From an optimization exercise on the open Yosys and OpenROAD flow, aimed at small area; shortcuts taken in it are not production practice. Power and IR drop assume default switching activity.

## usb_ep0_ctrl
module usb_ep0_ctrl (
	input  wire        clk,
	input  wire        rst_n,
	input  wire        request_active,
	input  wire [7:0]  setup_bm_request_type,
	input  wire [7:0]  setup_b_request,
	input  wire [15:0] setup_w_value,
	input  wire [15:0] setup_w_index,
	input  wire [15:0] setup_w_length,
	input  wire        in_ready,
	output wire [31:0] in_data,
	output wire        in_wren,
	output wire        in_commit,
	output wire [10:0] in_commit_len,
	input  wire [31:0] out_data,
	input  wire [10:0] out_len,
	input  wire        out_has_data,
	output wire        out_rden,
	output wire        out_ack,
	output logic [7:0] current_config_value,
	output logic       intf_strobe,
	output logic [15:0] intf_num,
	output logic [15:0] intf_alt
);
Size in the first run: ~1400 cells after synthesis, about 690 flip-flops, ~0.022 mm² of cells after synthesis.
Settings: LEC_CHECK=0, CAP_MARGIN=20, CORE_MARGIN=2, CORE_UTILIZATION=40, CTS_BUF_LIST=sky130_fd_sc_hd__clkbuf_8, CTS_CLUSTER_DIAMETER=50, CTS_CLUSTER_SIZE=20, SLEW_MARGIN=20; clock period 10.0 ns.
standard.sh (not shown) runs the stock make flow with config.mk's settings and CLKGATE_MAP_FILE= SYNTH_SCRIPT=/design/flow/synth_recipe.tcl, a recipe that flattens the netlist after the stock synthesis.
==> flow/flow/run.sh <==
#!/bin/bash
# The standard layout, with the port buffers made from the smallest
# buffer cell instead of the one buffer_ports picks by itself.
set -euo pipefail
export BUFFER_PORTS_ARGS="-buffer_cell sky130_fd_sc_hd__buf_1"
bash standard.sh > standard.log 2>&1
Rerun with:
--- a/flow/flow/run.sh
+++ b/flow/flow/run.sh
@@ -3 +3 @@
-# buffer cell instead of the one buffer_ports picks by itself.
+# buffer cell and a clock tree without dummy balancing loads.
@@ -5,0 +6 @@
+export CTS_ARGS="-sink_clustering_enable -repair_clock_nets -dont_use_dummy_load -buf_list sky130_fd_sc_hd__clkbuf_8 -sink_clustering_size 20 -sink_clustering_max_diameter 50"
Settings changed: CORE_UTILIZATION 40 to 65, CTS_BUF_LIST sky130_fd_sc_hd__clkbuf_8 to unset, CTS_CLUSTER_DIAMETER 50 to unset, CTS_CLUSTER_SIZE 20 to unset, PLACE_DENSITY set to 0.75.
=> The changed run ran to the end with no violations. Worst setup slack improves by 0.69 ns. Maximum frequency is higher by 12%. Total power is lower by 10%. Routed wire length is lower by 7.6%. Cell area is lower by 4.1%. Sequential share of layout area is higher by 3.0 points.
Rerun with:
==> flow/flow/run.sh (replaced) <==
#!/bin/bash
# The standard layout, with the port buffers made from the smallest
# buffer cell instead of the one buffer_ports picks by itself.
set -euo pipefail
export BUFFER_PORTS_ARGS="-buffer_cell sky130_fd_sc_hd__buf_1"
bash standard.sh > standard.log 2>&1
Settings changed: CORE_UTILIZATION 65 to 40, CTS_BUF_LIST set to sky130_fd_sc_hd__clkbuf_16, CTS_CLUSTER_DIAMETER set to 60, CTS_CLUSTER_SIZE set to 30, PLACE_DENSITY 0.75 to unset.
Outcome: First-iteration DRC count rises by 12%. Global-route usage falls by 8.3 points. Utilization falls by 26 points. Critical path depth rises by 1. Combinational power rises by about 2%. Via count falls by 0.62%. Routed wire length rises by 7.9%.
Rerun with:
--- a/flow/flow/run.sh
+++ b/flow/flow/run.sh
@@ -3 +3 @@
-# buffer cell instead of the one buffer_ports picks by itself.
+# buffer cell and a clock tree without dummy balancing loads.
@@ -5,0 +6 @@
+export CTS_ARGS="-sink_clustering_enable -repair_clock_nets -dont_use_dummy_load -buf_list sky130_fd_sc_hd__clkbuf_8 -sink_clustering_size 20 -sink_clustering_max_diameter 50"
Settings changed: CTS_BUF_LIST sky130_fd_sc_hd__clkbuf_16 to unset, CTS_CLUSTER_DIAMETER 60 to unset, CTS_CLUSTER_SIZE 30 to unset.
The changed run finished clean.
Setup slack gets worse by 0.017 ns.
Wire length hardly moves.
Synthesized area is unchanged.
Maximum frequency stays flat.
Via count climbs by 0.51%.
Rerun with:
--- a/flow/flow/run.sh
+++ b/flow/flow/run.sh
@@ -6 +6 @@
-export CTS_ARGS="-sink_clustering_enable -repair_clock_nets -dont_use_dummy_load -buf_list sky130_fd_sc_hd__clkbuf_8 -sink_clustering_size 20 -sink_clustering_max_diameter 50"
+export CTS_ARGS="-sink_clustering_enable -repair_clock_nets -dont_use_dummy_load -buf_list sky130_fd_sc_hd__clkbuf_16 -sink_clustering_size 40 -sink_clustering_max_diameter 60"
Settings changed: CORE_UTILIZATION 40 to 65, PLACE_DENSITY set to 0.75.
The new run went through all stages and came out clean.
Power came out higher by 1.6%.
Global-route usage came out higher by 8.5 points.
Combinational power came out lower by about 2%.
No run of this note included a check of the RTL's function; only the layout flow was run.

[static timing again, ports no longer ideal]
The flow's constraints put no driver on any port. The routed layouts listed below were extracted and timed again, unchanged, in two steps.
Step 1 sets driving cells, clkbuf_16 on the clock port and buf_2 on the other inputs (assumed; they add their load-dependent delay and slew).
Step 2 also shifts input and output timing later by t, the mid clock arrival at the registers, as if the neighbouring blocks saw the same clock.
a / b / c = ideal / step 1 / step 2; a / b = the first two.
| run | t (ns) | setup slack, ns | worst setup path at the end | pins driven straight from the clock port |
|---|---|---|---|---|
| the first run | 0.734 | 3.393 / 3.341 / 3.531 | input to register | 1 |
| the second run | 0.631 | 4.087 / 4.038 / 3.816 | input to register | 1 |
| the third run | 0.649 | 3.494 / 3.436 / 3.540 | input to register | 1 |
| the fourth run | 0.693 | 3.477 / 3.426 / 3.523 | input to register | 1 |
| the fifth run | 0.566 | 4.140 / 4.086 / 3.786 | input to register | 1 |
After both steps every run listed still meets setup and hold. For the fifth run, which loses most, drivers alone change the setup slack by -0.054 ns; drivers and shift together by -0.354 ns.
